This is an optimization exercise on Yosys and OpenROAD, whose aim is small area, not a production implementation. Function was checked by simulation only, so behaviour that the tests miss may differ from the original. Power is estimated from default activity; no workload was simulated.

===== config.mk =====
export PLATFORM = sky130hd
export DESIGN_NAME = cpu_core
export DESIGN_NICKNAME = cpu_core
export VERILOG_FILES = /design/flow/design.v
export SDC_FILE = /design/flow/constraint.sdc
export NUM_CORES = 4
export LEC_CHECK = 0
export CAP_MARGIN = 20
export CORE_MARGIN = 2
export CORE_UTILIZATION = 62
export CTS_CLUSTER_DIAMETER = 80
export CTS_CLUSTER_SIZE = 24
export PLACE_DENSITY = 0.7
export SLEW_MARGIN = 20
export SYNTH_HIERARCHICAL = 1
export SYNTH_MEMORY_MAX_BITS = 8192
export SYNTH_MINIMUM_KEEP_SIZE = 0

===== constraint.sdc =====
create_clock -name core_clock -period 12.5 [get_ports {clk}]
set_input_delay 2.5000 -clock core_clock [delete_from_list [all_inputs] [get_ports {clk}]]
set_output_delay 2.5000 -clock core_clock [all_outputs]
set_load 0.01 [all_outputs]

===== design.v =====
package cpu_pkg;
	typedef enum logic [3:0] {
		ALU_NOP    = 4'b0000,
		ALU_SETC   = 4'b0001,  
		ALU_CLRC   = 4'b0010,  
		ALU_PASS_A = 4'b0011,  
		ALU_PASS_B = 4'b0100,  
		ALU_NOT    = 4'b0101,
		ALU_INC    = 4'b0110,
		ALU_DEC    = 4'b0111,
		ALU_ADD    = 4'b1000,
		ALU_SUB    = 4'b1001,
		ALU_AND    = 4'b1010,
		ALU_OR     = 4'b1011,
		ALU_SHL    = 4'b1100,  
		ALU_SHR    = 4'b1101
	} alu_fn_t;
endpackage
module control_unit (
	input  logic               clk,
	input  logic               rst_n,
	input  logic               in_valid,
	input  logic [16-1:0] instr,
	input  logic [16-1:0] imm,
	output logic               d_valid,
	output logic [8:0]         d_op,
	output logic [3-1:0] d_rd,
	output logic [3-1:0] d_rs,
	output logic [16-1:0] d_imm
);
	always_ff @(posedge clk) begin
		d_valid <= rst_n & in_valid;
		d_op    <= instr[15:7];
		d_rd    <= instr[6:4];
		d_rs    <= instr[3:1];
		d_imm   <= imm;
	end
endmodule
module reg_file (
	input  logic               clk,
	input  logic               rst_n,
	input  logic               we,
	input  logic [3-1:0] waddr,
	input  logic [16-1:0] wdata,
	input  logic [7:0]         sel_a,
	input  logic [7:0]         sel_b,
	output logic [16-1:0] rdata_a,
	output logic [16-1:0] rdata_b
);
	logic [16-1:0] ra [0:7];
	logic [16-1:0] rb [0:7];
	for (genvar r = 0; r < 8; r++) begin : g_reg
		logic [16-1:0] q;
		logic               ld;
		logic               keep;
		assign ld   = rst_n && we && waddr == 3'(r);
		assign keep = rst_n && !(we && waddr == 3'(r));
		always_ff @(posedge clk)
			q <= (q & {16{keep}}) | (wdata & {16{ld}});
		assign ra[r] = q & {16{sel_a[r]}};
		assign rb[r] = q & {16{sel_b[r]}};
	end
	always_comb begin
		rdata_a = '0;
		rdata_b = '0;
		for (int r = 0; r < 8; r++) begin
			rdata_a = rdata_a | ra[r];
			rdata_b = rdata_b | rb[r];
		end
	end
endmodule
module execute_stage (
	input  logic               clk,
	input  logic               rst_n,
	input  logic               d_valid,
	input  logic [8:0]         d_op,
	input  logic [3-1:0] d_rd,
	input  logic [3-1:0] d_rs,
	input  logic [16-1:0] d_imm,
	output logic [7:0]         sel_a,
	output logic [7:0]         sel_b,
	input  logic [16-1:0] rf_a,
	input  logic [16-1:0] rf_b,
	input  logic               fwd_vld,
	input  logic [3-1:0] fwd_dst,
	input  logic [16-1:0] fwd_data,
	output logic               mem_we,
	output logic               mem_re,
	output logic [8-1:0] mem_addr,
	output logic [16-1:0] mem_wdata,
	input  logic [16-1:0] mem_rdata,
	output logic               e_reg_we,
	output logic               e_io_in,
	output logic               e_io_out,
	output logic [16-1:0] e_result,
	output logic [2:0]         flags
);
	logic op_not, op_inc, op_dec, op_out, op_in, op_mov, op_add, op_sub, op_and, op_or;
	logic op_shl, op_shr, op_shli, op_shri, op_push, op_pop, op_ldm, op_ldd, op_std;
	logic op_setc, op_clrc;
	always_comb begin
		op_setc = d_op == 9'b000_000001;
		op_clrc = d_op == 9'b000_000010;
		op_not  = d_op == 9'b001_000000;
		op_inc  = d_op == 9'b001_000001;
		op_dec  = d_op == 9'b001_000010;
		op_out  = d_op == 9'b001_000011;
		op_in   = d_op == 9'b001_000100;
		op_mov  = d_op == 9'b010_000000;
		op_add  = d_op == 9'b010_000001;
		op_sub  = d_op == 9'b010_000010;
		op_and  = d_op == 9'b010_000011;
		op_or   = d_op == 9'b010_000100;
		op_shl  = d_op == 9'b010_000101;
		op_shr  = d_op == 9'b010_000110;
		op_shli = d_op == 9'b010_000111;
		op_shri = d_op == 9'b010_001000;
		op_push = d_op == 9'b011_000000;
		op_pop  = d_op == 9'b011_000001;
		op_ldm  = d_op == 9'b011_000010;
		op_ldd  = d_op == 9'b011_000011;
		op_std  = d_op == 9'b011_000100;
	end
	logic use_imm, left, shift, arith, zn_upd, is_load, stack;
	assign use_imm = op_shli | op_shri | op_ldm;
	assign left    = op_shl | op_shli;
	assign shift   = op_shl | op_shr | op_shli | op_shri;
	assign arith   = op_inc | op_dec | op_add | op_sub;
	assign zn_upd  = op_not | arith | op_and | op_or | shift;
	assign is_load = op_pop | op_ldd;
	assign stack   = op_push | op_pop;
	logic fwd_a, fwd_b;
	logic [16-1:0] op_a, op_b;
	assign fwd_a = fwd_vld && fwd_dst == d_rd;
	assign fwd_b = fwd_vld && fwd_dst == d_rs && !use_imm;
	always_comb begin
		for (int r = 0; r < 8; r++) begin
			sel_a[r] = !fwd_a && d_rd == 3'(r);
			sel_b[r] = !fwd_b && !use_imm && d_rs == 3'(r);
		end
	end
	assign op_a = rf_a | (fwd_data & {16{fwd_a}});
	assign op_b = rf_b | (fwd_data & {16{fwd_b}}) | (d_imm & {16{use_imm}});
	logic [16-1:0] add_b;
	logic               add_ci;
	logic [16:0]   sum;
	logic               c_arith;
	assign add_b   = op_inc ? '0 : op_dec ? '1 : op_sub ? ~op_b : op_b;
	assign add_ci  = op_inc | op_sub;
	assign sum     = {1'b0, op_a} + {1'b0, add_b} + {{16{1'b0}}, add_ci};
	assign c_arith = sum[16] ^ (op_sub | op_dec);  
	logic [3:0]         shamt;
	logic [16-1:0] sh_in, sh_out, sh_rev;
	logic [16:0]   sh_wide;
	assign shamt = op_b[3:0];
	always_comb begin
		for (int i = 0; i < 16; i++)
			sh_in[i] = left ? op_a[16-1-i] : op_a[i];
	end
	assign sh_wide = {sh_in, 1'b0} >> shamt;
	assign sh_out  = sh_wide[16:1];
	always_comb begin
		for (int i = 0; i < 16; i++)
			sh_rev[i] = sh_out[16-1-i];
	end
	always_comb begin
		e_result = mem_rdata
			| (~op_a          & {16{op_not}})
			| (sum[16-1:0] & {16{arith}})
			| ((op_a & op_b)  & {16{op_and}})
			| ((op_a | op_b)  & {16{op_or}})
			| (sh_out         & {16{op_shr | op_shri}})
			| (sh_rev         & {16{left}})
			| (op_b           & {16{op_mov | op_ldm}})
			| (op_a           & {16{op_out}});
	end
	logic flag_z, flag_n, flag_c;
	logic c_next;
	always_comb begin
		c_next = flag_c;
		if (op_setc)
			c_next = 1'b1;
		else if (op_clrc)
			c_next = 1'b0;
		else if (arith)
			c_next = c_arith;
		else if (shift && shamt != 4'd0)
			c_next = sh_wide[0];
	end
	always_ff @(posedge clk) begin
		if (!rst_n) begin
			flag_z <= 1'b0;
			flag_n <= 1'b0;
			flag_c <= 1'b0;
		end else if (d_valid) begin
			flag_c <= c_next;
			if (zn_upd) begin
				flag_z <= e_result == '0;
				flag_n <= e_result[16-1];
			end
		end
	end
	assign flags = {flag_z, flag_n, flag_c};
	logic [8-1:0] sp;
	logic [8-1:0] sp_step;
	assign sp_step = sp + (op_push ? 8'hff : 8'h01);
	always_ff @(posedge clk) begin
		if (!rst_n)
			sp <= 8'(255);
		else if (d_valid && stack)
			sp <= sp_step;
	end
	assign mem_addr  = op_push ? sp : op_pop ? sp_step : op_b[8-1:0];
	assign mem_we    = d_valid && rst_n && (op_push || op_std);
	assign mem_re    = is_load;
	assign mem_wdata = op_a;
	assign e_reg_we = zn_upd | op_in | op_mov | op_ldm | is_load;
	assign e_io_in  = op_in;
	assign e_io_out = op_out;
endmodule
module memory_stage (
	input  logic               clk,
	input  logic               rst_n,
	input  logic               we,      
	input  logic               re,      
	input  logic [8-1:0] addr,
	input  logic [16-1:0] wdata,
	output logic [16-1:0] rdata
);
	localparam int MEM_DEPTH = 1 << 8;
	logic [15:0]        hi_n;    
	logic [15:0]        hi_st;   
	logic [15:0]        lo_n;    
	logic [15:0]        lo_st;   
	logic [16-1:0] wd;
	always_comb begin
		for (int i = 0; i < 16; i++) begin
			hi_n[i]  = !((we || re) && addr[7:4] == 4'(i));
			hi_st[i] = !rst_n || (we && addr[7:4] == 4'(i));
			lo_n[i]  = !(addr[3:0] == 4'(i));
			lo_st[i] = !rst_n || addr[3:0] == 4'(i);
		end
	end
	assign wd = wdata & {16{we}};
	logic [MEM_DEPTH-1:0] sel;
	logic [16-1:0]   col [0:MEM_DEPTH-1];
	for (genvar w = 0; w < MEM_DEPTH; w++) begin : g_word
		logic [16-1:0] q;
		logic               keep;
		mem_nor2  u_sel  (.a(hi_n[w / 16]),  .b(lo_n[w % 16]),  .y(sel[w]));
		mem_nand2 u_keep (.a(hi_st[w / 16]), .b(lo_st[w % 16]), .y(keep));
		for (genvar k = 0; k < 16 / 4; k++) begin : g_cell
			mem_cell4 u_cell (.clk, .ld(sel[w]), .keep, .d(wd[4*k +: 4]), .q(q[4*k +: 4]));
		end
		assign col[w] = q;
	end
	for (genvar b = 0; b < 16; b++) begin : g_rd
		logic [85:0] t_n;   
		for (genvar g = 0; g < 85; g++) begin : g_aoi
			mem_aoi222 u_aoi (
				.a1(col[3*g][b]),     .a2(sel[3*g]),
				.b1(col[3*g + 1][b]), .b2(sel[3*g + 1]),
				.c1(col[3*g + 2][b]), .c2(sel[3*g + 2]),
				.y(t_n[g])
			);
		end
		mem_nand2 u_last (.a(col[255][b]), .b(sel[255]), .y(t_n[85]));
		logic [21:0] u;     
		logic [5:0]  v_n;   
		logic [1:0]  x;
		for (genvar g = 0; g < 21; g++) begin : g_l1
			mem_nand4 u_n (.a(t_n[4*g]), .b(t_n[4*g + 1]), .c(t_n[4*g + 2]), .d(t_n[4*g + 3]), .y(u[g]));
		end
		mem_nand2 u_l1 (.a(t_n[84]), .b(t_n[85]), .y(u[21]));
		for (genvar g = 0; g < 5; g++) begin : g_l2
			mem_nor4 u_n (.a(u[4*g]), .b(u[4*g + 1]), .c(u[4*g + 2]), .d(u[4*g + 3]), .y(v_n[g]));
		end
		mem_nor2  u_l2 (.a(u[20]), .b(u[21]), .y(v_n[5]));
		mem_nand3 u_l3a (.a(v_n[0]), .b(v_n[1]), .c(v_n[2]), .y(x[0]));
		mem_nand3 u_l3b (.a(v_n[3]), .b(v_n[4]), .c(v_n[5]), .y(x[1]));
		assign rdata[b] = x[0] | x[1];
	end
endmodule
module mem_cell4 (
	input  logic       clk,
	input  logic       ld,
	input  logic       keep,
	input  logic [3:0] d,
	output logic [3:0] q
);
	always_ff @(posedge clk)
		q <= (q & {4{keep}}) | (d & {4{ld}});
endmodule
module mem_aoi222 (
	input  logic a1, a2, b1, b2, c1, c2,
	output logic y
);
	assign y = !((a1 & a2) | (b1 & b2) | (c1 & c2));
endmodule
module mem_nand2 (
	input  logic a, b,
	output logic y
);
	assign y = !(a & b);
endmodule
module mem_nor2 (
	input  logic a, b,
	output logic y
);
	assign y = !(a | b);
endmodule
module mem_nand3 (
	input  logic a, b, c,
	output logic y
);
	assign y = !(a & b & c);
endmodule
module mem_nand4 (
	input  logic a, b, c, d,
	output logic y
);
	assign y = !(a & b & c & d);
endmodule
module mem_nor4 (
	input  logic a, b, c, d,
	output logic y
);
	assign y = !(a | b | c | d);
endmodule
module cpu_core (
	input  logic               clk,
	input  logic               rst_n,
	input  logic               in_valid,
	input  logic [16-1:0] instr,
	input  logic [16-1:0] imm,
	input  logic [16-1:0] in_port,
	output logic               retire_valid,
	output logic               retire_we,
	output logic [3-1:0] retire_dst,
	output logic [16-1:0] retire_data,
	output logic [2:0]         retire_flags,
	output logic               out_valid,
	output logic [16-1:0] out_data
);
	logic               d_valid;
	logic [8:0]         d_op;
	logic [3-1:0] d_rd;
	logic [3-1:0] d_rs;
	logic [16-1:0] d_imm;
	logic [7:0]         sel_a, sel_b;
	logic [16-1:0] rf_a, rf_b;
	logic               mem_we, mem_re;
	logic [8-1:0] mem_addr;
	logic [16-1:0] mem_wdata, mem_rdata;
	logic               e_reg_we, e_io_in, e_io_out;
	logic [16-1:0] e_result;
	logic [2:0]         flags;
	logic               x_valid;
	logic               x_reg_we;
	logic               x_io_in;
	logic               x_io_out;
	logic [3-1:0] x_rd;
	logic [16-1:0] x_result;
	logic [16-1:0] x_data;
	control_unit u_decode (
		.clk, .rst_n, .in_valid, .instr, .imm,
		.d_valid, .d_op, .d_rd, .d_rs, .d_imm
	);
	execute_stage u_execute (
		.clk, .rst_n,
		.d_valid, .d_op, .d_rd, .d_rs, .d_imm,
		.sel_a, .sel_b, .rf_a, .rf_b,
		.fwd_vld  (x_reg_we),
		.fwd_dst  (x_rd),
		.fwd_data (x_data),
		.mem_we, .mem_re, .mem_addr, .mem_wdata, .mem_rdata,
		.e_reg_we, .e_io_in, .e_io_out, .e_result, .flags
	);
	memory_stage u_memory (
		.clk, .rst_n,
		.we    (mem_we),
		.re    (mem_re),
		.addr  (mem_addr),
		.wdata (mem_wdata),
		.rdata (mem_rdata)
	);
	always_ff @(posedge clk) begin
		x_valid  <= rst_n & d_valid;
		x_reg_we <= rst_n & d_valid & e_reg_we;
		x_io_in  <= e_io_in;
		x_io_out <= rst_n & d_valid & e_io_out;
		x_rd     <= d_rd;
		x_result <= e_result;
	end
	assign x_data = x_io_in ? in_port : x_result;
	reg_file u_regs (
		.clk, .rst_n,
		.we      (x_reg_we),
		.waddr   (x_rd),
		.wdata   (x_data),
		.sel_a, .sel_b,
		.rdata_a (rf_a),
		.rdata_b (rf_b)
	);
	always_ff @(posedge clk) begin
		retire_valid <= rst_n & x_valid;
		retire_we    <= rst_n & x_reg_we;
		out_valid    <= rst_n & x_io_out;
		retire_flags <= flags;
		retire_dst   <= x_rd;
		retire_data  <= x_data;
	end
	assign out_data = retire_data;
endmodule

===== run.sh =====
#!/bin/bash
# synth_recipe.tcl (not shown) runs the flow's synth.tcl, then flattens the netlist and writes it again
# the make line also repeats each setting of config.mk as NAME=value (left out here)
make -C /OpenROAD-flow-scripts/flow DESIGN_CONFIG=/design/flow/config.mk WORK_HOME=/design/flow/orfs CLKGATE_MAP_FILE= SYNTH_SCRIPT=/design/flow/synth_recipe.tcl finish

==> results by group, run 1 <==
Status
  – Status: no timing/DRC/antenna violations

Setup path
  – Crit-path max cell delay: 0.85 ns
  – Worst setup SP type: register
  – CP endpoint kind: register
  – Worst Path Arrival: 11.56 ns
  – CP Class: register to register
  – Crit path max fanout: 20
  – Slowest CP cell: o221ai_1
  – Top cell by count, worst path: buf_4
  – CP required: 13.31 ns

Timing
  – Final Max Tran Viols: 0
  – Fmax: 0.0931 GHz
  – Slew Limit Headroom: 0.144
  – Final TNS setup: 0 ns
  – Endpoints failing hold: 0
  – Min cycle time layout: 10.74 ns
  – Fin crit share: 0.859
  – Worst-margin pin slew: approximately 1.3 ns
  – Worst hold slack: approximately 0.36 ns
  – Setup violations, final: 0
  – Clock Skew: 0.0633 ns
  – RSZ-0062 raised after global routing: no

Final layout
  – Area grow syn2layout: 9.90%
  – Post-route design area: between 150000 and 200000 um^2
  – Multi-input gate area: 63500 um^2
  – Fillcell total: 17327
  – Commonest cells after routing, fill and taps aside: 4315 x dfxtp_1, 4225 x a22o_1, 1360 x a222oi_1
  – Layout cells sized above 1: 0.0956
  – Layout Nets: 12772
  – Post-layout util: 0.685
  – Most common library cell in the layout ignoring fill and taps: dfxtp_1
  – Storage element area: 86400 um^2

Synth
  – Mapped Cells: 12029
  – Mean Syn Cell Area: 12.4 um^2
  – Async S/R FF share, synth: 0
  – Number of synthesized flops with an enable pin: 0
  – Mapped cell area: 150000 um^2
  – Net Count, Synth: 12104
  – Seq/Total Area, Yosys: 0.577
  – Main synth FF type: dfxtp_1
  – Syn. warnings: 16
  – Synth cell types: 96
  – Seq cells post-synth: 4315

Worst hold path
  – HP Class: register to register

Clock tree
  – Root Driver: clkbuf_16
  – TritonCTS Buffers: 200
  – Clock Latency Late Sink: 0.93 ns
  – Hold buffer count at CTS: 0
  – Clock Sinks: 4315
  – Clock tree from TritonCTS: yes
  – Post-CTS setup buffer count: 0
  – CTS resizes: 0
  – H-tree levels: 4
  – CTS Buffer Depth: 3
  – CTS clk-pin slew, worst paths: 0.09 ns

Place
  – IO buf count: 90
  – Placed Area: 159000 um^2
  – Routability cong.: 0.967
  – Hpwl dp: 330000 um

Floorplanning
  – Die height: 495 um
  – Initial Utilization: 0.623
  – Die ar.: 245000 um^2
  – Row count: 180
  – Die width: 495 um
  – Ports: ~90
  – Core Area: 240000 um^2

Power and ir drop
  – Leakage power: between 0.06 and 0.07 uW
  – Pwr/cell area: 131 nW/um^2
  – VDD IR max: 0.000149 V
  – Power, Total: 21600 uW

Detailed routing
  – Routed WL per cell: ~33 um
  – Vias per cell: 7.91
  – 1st-pass router iterations: 13
  – Routed Wire Length: between 500000 and 600000 um
  – Detailed-route via count: 126005
  – Iter 0 DRT Violations: 22736
  – Post-DRT Antenna Nets: 0
  – # DRC: 0

Global routing
  – Vias in the first global route: 114766
  – All-layer global routing usage: 0.403
  – Initial antenna violation count: 18
  – Total gr overflow: 0
  – Global-route wire length before repair: 763000 um
  – Largest net degree at the start of global routing: 171

Run
  – Max-Cap Viols: 0
-- logic make-up (layout without fill, tap and decap cells) --
family | count (synthesis) | in the layout | synth area share
AND/OR/NAND/NOR | 1419 | 1419 | 0.0507
buffers and inverters | 173 | 870 | 0.00537
adder cells (fa/ha/maj) | 24 | 24 | 0.00216
other | 0 | 15 | 0
XOR/XNOR | 39 | 39 | 0.00228
AO/OA/AOI/OAI | 6006 | 6006 | 0.358
flip-flops | 4315 | 4315 | 0.577
multiplexers | 53 | 53 | 0.00402
-- Yosys cell counts (22+ instances only) --
library cell     n  area [um^2]
a211oi_1        22          165
a21oi_1         50          250
a222oi_1      1360        13600
a22o_1        4225        37000
a22oi_1        131          983
and2_1          39          244
buf_2           30          150
clkbuf_1        66          248
dfxtp_1       4315        86400
inv_1           34          128
mux2i_1         28          280
nand2_1        372         1400
nand3_1         82          410
nand4_1        376         2350
nor2_1         335         1260
nor3_1          23          115
nor4_2          80         1000
o21ai_0         52          260
o21ai_1         30          150
xnor2_1         23          201
-- final timing paths --
| check | start | to | slack (ns) | cells past startpoint |
|---|---|---|---|---|
| max | u_decode.d_op[6]$_DFF_P_ | u_execute.flag_z$_SDFFE_PN0P_ | 1.76 | 30 |
| min | u_execute.flag_n$_SDFFE_PN0P_ | retire_flags[1]$_DFF_P_ | 0.36 | 0 |
| max reg2reg | u_decode.d_op[6]$_DFF_P_ | u_execute.flag_z$_SDFFE_PN0P_ | 1.76 | 30 |
| min reg2reg | u_execute.flag_n$_SDFFE_PN0P_ | retire_flags[1]$_DFF_P_ | 0.36 | 0 |
-- worst max-delay path: cells and delay by family, from the launching register on --
family          cells  cell delay (ns)
flops               1             0.70
compound gates      9             3.46
simple gates       17             5.26
buf+inv             4             1.16
-- through the flow --
stage | cells | setup WS, ns
2_1_floorplan | 12029 | 4.39
3_3_place_gp | 15678 | 1.46
3_5_place_dp | 15679 | 1.29
4_1_cts | 15910 | 2.13
5_1_grt | 15912 | 1.30
6_report | 15926 | 1.76
-- registers in the layout, indices dropped and copies added, names as in the netlist, 3 cells and up --
register,cells
u_memory.g_word.g_cell.u_cell.q,4096
u_regs.g.q,128
retire_data,16
u_decode.d_imm,16
x_result,16
u_decode.d_op,9
u_execute.sp,8
retire_dst,3
retire_flags,3
u_decode.d_rd,3
u_decode.d_rs,3
x_rd,3
-- power breakdown --
part | internal (uW) | switching [uW] | leakage (uW) | total, uW
Sequential | 13700 | 11.7 | 0.0347 | 13800
Clock | 2960 | 4370 | 0.00268 | 7340
Combinational | 61.5 | 407 | 0.0229 | 468
-- per-layer routing --
layer / GRT usage / part of all wire
met1: 0.559 / 0.40
met4: 0.210 / 0.061
met5: 0 / 0.000027
met2: 0.590 / 0.43
met3: 0.0863 / 0.11
-- cell type report --
type,instances,area share
repair buffers,604,0.0303
diodes,15,0.000228
multi-input cells,7541,0.386
clock inverters,21,0.00219
flip-flops and latches,4315,0.525
well taps,3185,0.0242
clock buffers,210,0.0311
inverters,35,0.000799
-- Yosys stat by module, one instance, submodules excluded, a selection --
module	cell area (um^2)	cells	flops+latches
reg_file	5250	504	128
execute_stage	4800	706	11
mem_nand4	6.26	1	0
mem_aoi222	10.0	1	0
mem_nand3	5.00	1	0
mem_nor2	3.75	1	0
==> inputs of run 2 (changes only) <==
--- a/design.v
+++ b/design.v
@@ -141,14 +141,14 @@
 	end
 	assign op_a = rf_a | (fwd_data & {16{fwd_a}});
 	assign op_b = rf_b | (fwd_data & {16{fwd_b}}) | (d_imm & {16{use_imm}});
+	logic               add_inv;
 	logic [16-1:0] add_b;
-	logic               add_ci;
 	logic [16:0]   sum;
 	logic               c_arith;
-	assign add_b   = op_inc ? '0 : op_dec ? '1 : op_sub ? ~op_b : op_b;
-	assign add_ci  = op_inc | op_sub;
-	assign sum     = {1'b0, op_a} + {1'b0, add_b} + {{16{1'b0}}, add_ci};
-	assign c_arith = sum[16] ^ (op_sub | op_dec);  
+	assign add_inv = op_sub | op_dec;
+	assign add_b   = (op_b & {16{op_add | op_sub}}) ^ {16{add_inv}};
+	assign sum     = {1'b0, op_a} + {1'b0, add_b} + {{16{1'b0}}, op_inc | op_sub};
+	assign c_arith = sum[16] ^ add_inv;  
 	logic [3:0]         shamt;
 	logic [16-1:0] sh_in, sh_out, sh_rev;
 	logic [16:0]   sh_wide;
@@ -163,9 +163,10 @@
 		for (int i = 0; i < 16; i++)
 			sh_rev[i] = sh_out[16-1-i];
 	end
+	logic [16-1:0] alu_res;
+	assign e_result = mem_rdata | alu_res;
 	always_comb begin
-		e_result = mem_rdata
-			| (~op_a          & {16{op_not}})
+		alu_res = (~op_a          & {16{op_not}})
 			| (sum[16-1:0] & {16{arith}})
 			| ((op_a & op_b)  & {16{op_and}})
 			| ((op_a | op_b)  & {16{op_or}})
@@ -195,8 +196,8 @@
 		end else if (d_valid) begin
 			flag_c <= c_next;
 			if (zn_upd) begin
-				flag_z <= e_result == '0;
-				flag_n <= e_result[16-1];
+				flag_z <= alu_res == '0;
+				flag_n <= alu_res[16-1];
 			end
 		end
 	end
--- a/config.mk
+++ b/config.mk
@@ -7,10 +7,10 @@
 export LEC_CHECK = 0
 export CAP_MARGIN = 20
 export CORE_MARGIN = 2
-export CORE_UTILIZATION = 62
-export CTS_CLUSTER_DIAMETER = 80
-export CTS_CLUSTER_SIZE = 24
-export PLACE_DENSITY = 0.7
+export CORE_UTILIZATION = 70
+export CTS_CLUSTER_DIAMETER = 70
+export CTS_CLUSTER_SIZE = 26
+export PLACE_DENSITY = 0.8
 export SLEW_MARGIN = 20
 export SYNTH_HIERARCHICAL = 1
 export SYNTH_MEMORY_MAX_BITS = 8192
==> run 2 against run 1 <==
Against the previous run: first-iteration DRC count grew 14%; non-clock buffer count shrank 113; largest cell class unchanged; die area shrank 11%; synthesized cell count grew 0.39%; count of clock-buffer cells in the layout grew 4; largest power group unchanged; combinational power is essentially flat; worst setup slack gained 0.19 ns; utilization grew 8.5 points; still clean.
==> results by group, run 2 <==
Status
  – Status: no timing/DRC/antenna violations

Worst hold path
  – HP Class: register to register

Floorplanning
  – Die ar.: 218000 um^2
  – Die height: 467 um
  – Die width: 467 um
  – Ports: 92
  – Initial Utilization: 0.706
  – Row count: 169
  – Core Area: around 210000 um^2

Run
  – Max-Cap Viols: 0

Synth
  – Top cells by count, synth: 4315 x dfxtp_1, 4227 x a22o_1, 1361 x a222oi_1
  – Mapped cell area: ~150000 um^2
  – Async S/R FF share, synth: 0
  – Mapped Cells: between 10000 and 15000
  – Top cells by area, synth: dfxtp_1 58%, a22o_1 25%, a222oi_1 9.1%
  – Seq/Total Area, Yosys: 0.576
  – Number of synthesized flops with an enable pin: 0
  – Main synth FF type: dfxtp_1
  – Yosys top cell area share: 0.576
  – Syn. warnings: 16
  – Net Count, Synth: ~12000
  – Seq cells post-synth: 4315
  – Synth cell types: 95
  – Area leader, netlist: dfxtp_1
  – Count leader, synth: dfxtp_1
  – Mean Syn Cell Area: 12.4 um^2

Global routing
  – Largest net degree at the start of global routing: 148
  – All-layer global routing usage: 0.446
  – Total gr overflow: 0
  – Vias in the first global route: 117761
  – Initial antenna violation count: 26
  – Global-route wire length before repair: 755000 um

Final layout
  – Storage element area: ~86000 um^2
  – Area grow syn2layout: 8.95%
  – Largest register by flop count: u_memory.g_word.g_cell.u_cell.q
  – Fillcell total: 13529
  – Commonest cells after routing, fill and taps aside: 4315 x dfxtp_1, 4227 x a22o_1, 1361 x a222oi_1
  – Biggest regs: u_memory.g_word.g_cell.u_cell.q: 4096 flops, u_regs.g.q: 128 flops
  – Multi-input gate area: approximately 64000 um^2
  – Max reg flops: 4096
  – Layout Nets: 12692
  – Most common library cell in the layout ignoring fill and taps: dfxtp_1
  – Layout Cells excl Fill: 15505
  – Layout cells sized above 1: 0.0884

Detailed routing
  – Vias per cell: 8.26
  – # DRC: 0
  – Routed Wire Length: 511000 um
  – Detailed-route via count: around 130k
  – Routed WL per cell: 33.0 um
  – Iter 0 DRT Violations: 25871
  – Post-DRT Antenna Nets: 0
  – 1st-pass router iterations: 15

Timing
  – Setup violations, final: 0
  – Slew Limit Headroom: 0.134
  – Clock Skew: 0.0467 ns
  – RSZ-0062 raised after global routing: no
  – Setup ws final: 1.95 ns
  – Final Max Tran Viols: 0
  – Fin crit share: 0.844
  – Fmax: around 0.095 GHz
  – Min cycle time layout: 10.55 ns
  – Endpoints failing hold: 0
  – Final TNS setup: 0 ns
  – Worst-margin pin slew: around 1.3 ns

Setup path
  – Worst setup SP type: register
  – Crit path max fanout: 32
  – CP endpoint kind: register
  – CP Class: register to register
  – Reg2reg setup slack: 1.95 ns
  – CP required: 13.25 ns
  – Worst Path Arrival: 11.30 ns

Clock tree
  – Clock Sinks: 4315
  – Clock tree from TritonCTS: yes
  – H-tree levels: 4
  – CTS resizes: 0
  – CTS Buffer Depth: 3
  – Hold buffer count at CTS: 0
  – TritonCTS Buffers: approximately 190
  – Post-CTS setup buffer count: 0
  – CTS clk-pin slew, worst paths: 0.09 ns
  – Root Driver: clkbuf_16
  – Clock Latency Late Sink: 0.92 ns

Place
  – DP Worst Slack: ~2.6 ns
  – Placed insts: approximately 15000
  – Routability cong.: around 1
  – Hpwl dp: 314000 um
  – IO buf count: 90

Power and ir drop
  – Leakage power: 0.0600 uW
  – Pwr/cell area: 132 nW/um^2
  – VDD IR max: between 0.00015 and 0.0002 V
  – Power, Total: 21600 uW
## run 2: cell count changes after synthesis, moves of 11 or more
cell     delta
mux2i_1    +15
a41oi_1    -11
and2_1     -11
nor2_1     +26
a21oi_1    +15
xnor2_1    +12
nand3_1    -12
## run 2: worst paths after layout
| kind | from | to | depth (start not counted) |
|---|---|---|---|
| max | u_decode.d_op[8]$_DFF_P_ | x_result[7]$_DFF_P_ | 26 |
| min | u_execute.flag_c$_SDFFE_PN0P_ | retire_flags[0]$_DFF_P_ | 0 |
| max reg2reg | u_decode.d_op[8]$_DFF_P_ | x_result[7]$_DFF_P_ | 26 |
| min reg2reg | u_execute.flag_c$_SDFFE_PN0P_ | retire_flags[0]$_DFF_P_ | 0 |
## run 2: power by group
| part | switching, uW | total [uW] | internal [uW] |
|---|---|---|---|
| registers | 14.1 | 13800 | 13700 |
| logic | 409 | 467 | 58.8 |
| clock network | 4290 | 7330 | 3040 |
## run 2: cell type report
| cell class | instances | share of cell area |
|---|---|---|
| well taps | 2821 | 0.0216 |
| clock buffers | 214 | 0.0310 |
| repair buffers | 491 | 0.0244 |
| flip-flops and latches | 4315 | 0.528 |
| clock inverters | 34 | 0.00282 |
| diodes | 12 | 0.000184 |
| inverters | 27 | 0.000620 |
| multi-input cells | 7591 | 0.391 |
## run 2: layer usage
metal,part of all wire,GRT usage
met5,0.00024,0
met4,0.070,0.260
met3,0.14,0.127
met2,0.42,0.633
met1,0.37,0.605
## run 2: worst max-delay path, stage by stage (launching register included)
cell and delay (ns):
dfxtp_1 0.65, nor3_1 0.09, buf_4 0.19, and3_1 0.20, nor2_2 0.68, nand2_1 0.32, nor3_2 0.97, buf_4 0.33
a22oi_1 0.09, nand4_1 0.16, nor2_1 0.08, o21ai_0 0.16, and2_1 0.19, buf_4 0.36, a211oi_1 0.15, a21oi_1 0.83
nor2b_1 0.34, nand2_2 0.73, buf_4 0.47, nor2_2 0.07, buf_4 0.25, a222oi_1 0.31, nand4_1 0.27, nor4_2 0.99
nand3_1 0.45, or2_2 0.46, or4_1 0.54
## run 2: stage by stage
stage / area [um^2] / hold slack, ns / util
2_1_floorplan: 150000 / 0.326 / -
3_3_place_gp: 158000 / 0.335 / 0.743
3_5_place_dp: 158000 / 0.327 / 0.743
4_1_cts: 163000 / 0.348 / 0.769
5_1_grt: 163000 / 0.369 / 0.769
6_report: 163000 / 0.349 / 0.769
## run 2: per-module statistics from Yosys (local to each module, per instance), a selection
module	cells inside	copies in the design
control_unit	33	1
cpu_core	88	1
execute_stage	753	1
mem_aoi222	1	1360
mem_cell4	8	1024
mem_nand2	1	288
mem_nand3	1	32
mem_nor2	1	272
mem_nor4	1	80
memory_stage	138	1
## run 2: cell families (layout without fill, tap and decap cells)
family | after synthesis | after routing | share of synthesized area
compound gates | 6003 | 6003 | 0.357
other cells | 0 | 12 | 0
simple gates | 1446 | 1446 | 0.0517
buf+inv | 170 | 766 | 0.00533
xor+xnor | 46 | 46 | 0.00269
flops | 4315 | 4315 | 0.576
mux | 72 | 72 | 0.00551
fa+ha+maj | 24 | 24 | 0.00215
==> inputs of run 3 (changes only) <==
--- a/config.mk
+++ b/config.mk
@@ -7,10 +7,10 @@
 export LEC_CHECK = 0
 export CAP_MARGIN = 20
 export CORE_MARGIN = 2
-export CORE_UTILIZATION = 70
-export CTS_CLUSTER_DIAMETER = 70
-export CTS_CLUSTER_SIZE = 26
-export PLACE_DENSITY = 0.8
+export CORE_UTILIZATION = 62
+export CTS_CLUSTER_DIAMETER = 65
+export CTS_CLUSTER_SIZE = 28
+export PLACE_DENSITY = 0.7
 export SLEW_MARGIN = 20
 export SYNTH_HIERARCHICAL = 1
 export SYNTH_MEMORY_MAX_BITS = 8192
==> run 3 against run 2 <==
Against the previous run: first-iteration DRC count is 9.4% lower; sequential power hardly changed; utilization is 8.2 points lower; sequential cell count stayed put; clock skew is 0.0025 ns higher; highest routed layer unchanged.
==> results by group, run 3 <==
Status
  – Status: no timing/DRC/antenna violations

Floorplanning
  – Initial Utilization: 0.624
  – Die ar.: about 250000 um^2
  – Core Area: 241000 um^2
  – Ports: slightly above 90
  – Row count: between 150 and 200
  – Die height: 496 um
  – Die width: 496 um

Synth
  – Synth cell types: between 90 and 100
  – Area leader, netlist: dfxtp_1
  – Number of synthesized flops with an enable pin: 0
  – Mapped Cells: ~12000
  – Async S/R FF share, synth: 0
  – Count leader, synth: dfxtp_1
  – Top cells by area, synth: dfxtp_1 58%, a22o_1 25%, a222oi_1 9.1%
  – Yosys top cell area share: 0.576
  – Top cells by count, synth: 4315 x dfxtp_1, 4227 x a22o_1, 1361 x a222oi_1
  – Mean Syn Cell Area: 12.4 um^2
  – Main synth FF type: dfxtp_1
  – Mapped cell area: 150000 um^2
  – Seq/Total Area, Yosys: 0.576
  – Net Count, Synth: 12151
  – Seq cells post-synth: 4315
  – Syn. warnings: 16

Global routing
  – Global-route wire length before repair: 764000 um
  – Vias in the first global route: between 100k and 150k
  – Total gr overflow: 0
  – All-layer global routing usage: 0.403
  – Largest net degree at the start of global routing: 187
  – Initial antenna violation count: 22

Final layout
  – Max reg flops: 4096
  – Post-layout util: 0.687
  – Commonest cells after routing, fill and taps aside: 4315 x dfxtp_1, 4227 x a22o_1, 1361 x a222oi_1
  – Area grow syn2layout: 10.1%
  – Largest register by flop count: u_memory.g_word.g_cell.u_cell.q
  – Layout cells sized above 1: 0.0953
  – Layout Cells excl Fill: 15960
  – Layout Nets: about 13000
  – Post-route design area: about 170000 um^2
  – Most common library cell in the layout ignoring fill and taps: dfxtp_1
  – Biggest regs: u_memory.g_word.g_cell.u_cell.q: 4096 flops, u_regs.g.q: 128 flops

Timing
  – Worst-margin pin slew: 1.26 ns
  – Fmax: 0.104 GHz
  – Setup violations, final: 0
  – Final TNS setup: 0 ns
  – Endpoints failing hold: 0
  – Slew Limit Headroom: 0.161
  – Final Max Tran Viols: 0
  – RSZ-0062 raised after global routing: no
  – Fin crit share: 0.767
  – Min cycle time layout: 9.59 ns
  – Clock Skew: between 0.04 and 0.05 ns

Detailed routing
  – Post-DRT Antenna Nets: 0
  – Detailed-route via count: 126286
  – Iter 0 DRT Violations: 23445
  – # DRC: 0
  – Routed Wire Length: between 500000 and 600000 um
  – Vias per cell: ~8
  – 1st-pass router iterations: 15
  – Routed WL per cell: 32.8 um

Worst hold path
  – HP Class: register to register

Place
  – Hpwl dp: roughly 320000 um
  – Routability cong.: 0.976
  – IO buf count: 90
  – Placed Area: 158000 um^2
  – Placed insts: between 15000 and 20000

Power and ir drop
  – VDD IR max: 0.000134 V
  – Leakage power: 0.0606 uW
  – Pwr/cell area: between 100 and 150 nW/um^2

Clock tree
  – H-tree levels: 4
  – CTS clk-pin slew, worst paths: ~0.10 ns
  – Clock Sinks: 4315
  – Hold buffer count at CTS: 0
  – CTS resizes: 0
  – Clock tree from TritonCTS: yes
  – CTS Buffer Depth: 3
  – Root Driver: clkbuf_16
  – Post-CTS setup buffer count: 0
  – Clock Latency Late Sink: 0.91 ns
  – TritonCTS Buffers: between 150 and 200

Setup path
  – CP endpoint kind: register
  – Crit path max fanout: 32
  – CP required: 13.26 ns
  – Worst setup SP type: input pin
  – CP Class: input pin to register
  – Worst Path Arrival: 10.35 ns

Run
  – Max-Cap Viols: 0
[run 3: per-layer routing]
layer / share of wire / vias to the layer above / wire length, um / track usage
met5: 0.00039 / - / 205 / 0
met4: 0.067 / 30 / 34800 / 0.234
met3: 0.12 / 1413 / 60300 / 0.0891
met2: 0.42 / 7990 / 222000 / 0.583
met1: 0.39 / 63325 / 206000 / 0.555
li1: - / 53528 / - / -
[run 3: final cells by class]
class	count	area, um^2
multi-input combinational	7591	63900
tap	3185	3990
sequential	4315	86400
clock inverter	103	1310
clock buffer	228	5410
fill	17557	75300
inverter	27	101
timing repair buffer	501	4120
antenna	10	25.0
[run 3: where the power goes]
| part | switching, uW | leakage (uW) | internal [uW] |
|---|---|---|---|
| logic | 410 | 0.0226 | 60.0 |
| registers | 16.1 | 0.0347 | 13700 |
| clock network | 4630 | 0.00325 | 3490 |
[run 3: cell families (layout without fill, tap and decap cells)]
| logic type | Yosys count | in the layout | share of synthesized area |
|---|---|---|---|
| AOI/OAI and AO/OA | 6003 | 6003 | 0.357 |
| DFF | 4315 | 4315 | 0.576 |
| and+or+nand+nor | 1446 | 1446 | 0.0517 |
| buffers and inverters | 170 | 859 | 0.00533 |
| muxes | 72 | 72 | 0.00551 |
| xor gates and xnor gates | 46 | 46 | 0.00269 |
| adders and majority gates | 24 | 24 | 0.00215 |
| other | 0 | 10 | 0 |
[run 3: final timing paths]
check,startpoint,endpoint,slack [ns],cells after the start
min reg2reg,u_execute.flag_n$_SDFFE_PN0P_,retire_flags[1]$_DFF_P_,0.35,0
min,u_execute.flag_n$_SDFFE_PN0P_,retire_flags[1]$_DFF_P_,0.35,0
max reg2reg,u_decode.d_op[4]$_DFF_P_,x_result[13]$_DFF_P_,2.97,24
max,in_port[0],x_result[13]$_DFF_P_,2.91,20
[run 3: stage by stage]
stage | worst slack, ns | hold slack [ns] | power (uW)
2_1_floorplan | 4.25 | 0.326 | 14300
3_5_place_dp | 2.44 | 0.338 | 14500
3_3_place_gp | 2.54 | 0.335 | 14500
6_report | 2.91 | 0.347 | 22300
5_1_grt | 3.03 | 0.345 | 22900
4_1_cts | 3.28 | 0.348 | 22400
[run 3: Yosys stat by module (local to each module, per instance), excerpt]
module	area, um^2	times used	flip-flops and latches
mem_cell4	115	1024	4
mem_nand2	3.75	288	0
reg_file	5250	1	128
mem_aoi222	10.0	1360	0
mem_nand3	5.00	32	0
control_unit	647	1	32
execute_stage	5150	1	11
mem_nand4	6.26	336	0
mem_nor2	3.75	272	0
mem_nor4	12.5	80	0
[run 3: worst max-delay path, stage by stage]
cell and delay [ns]:
clkdlybuf4s50_1 0.47, mux2_2 0.30, and2_1 0.19, a41oi_1 0.16
nand3_1 0.19, and2_1 0.17, buf_4 0.34, a211oi_1 0.14
a21oi_1 0.75, nor2_1 0.26, nand3_2 0.81, buf_4 0.46
nor2_2 0.07, buf_4 0.24, a222oi_1 0.76, nand4_1 0.52
nor4_2 0.84, nand3_1 0.49, or2_2 0.48, nand2b_1 0.14

## re-timing with driven ports
No port has a modelled driver above. Below, the same layouts with a new extraction and two added sets of constraints. Step 1 assumes that a clkbuf_16 drives the clock port and a buf_2 every other input. Step 2 times the ports against the registers' clock, not the clock port: input delays grow and output delays shrink by t, the midpoint of the rising clock arrivals with the driver on. Slacks: no drivers / after step 1 / after step 2; pairs: no drivers / after step 1.
| run | t, ns | slack for setup (ns) | hold slack, ns | slew at the worst register clock pin (ns) | worst slew at a driven data input, ns |
|---|---|---|---|---|---|
| run 1 | 0.993 | 1.759 / 1.759 / 0.894 | 0.360 / 0.360 / 0.360 | 0.10 / 0.10 | 0.06 |
| run 2 | 0.976 | 1.952 / 1.952 / 1.952 | 0.349 / 0.349 / 0.349 | 0.10 / 0.10 | 0.06 |
| run 3 | 0.980 | 2.907 / 2.972 / 1.997 | 0.347 / 0.347 / 0.347 | 0.11 / 0.11 | 0.06 |
After both steps every run listed still meets setup and hold. The setup slack of run 3, which loses most, moves by +0.065 ns with the drivers and by -0.910 ns with both steps.
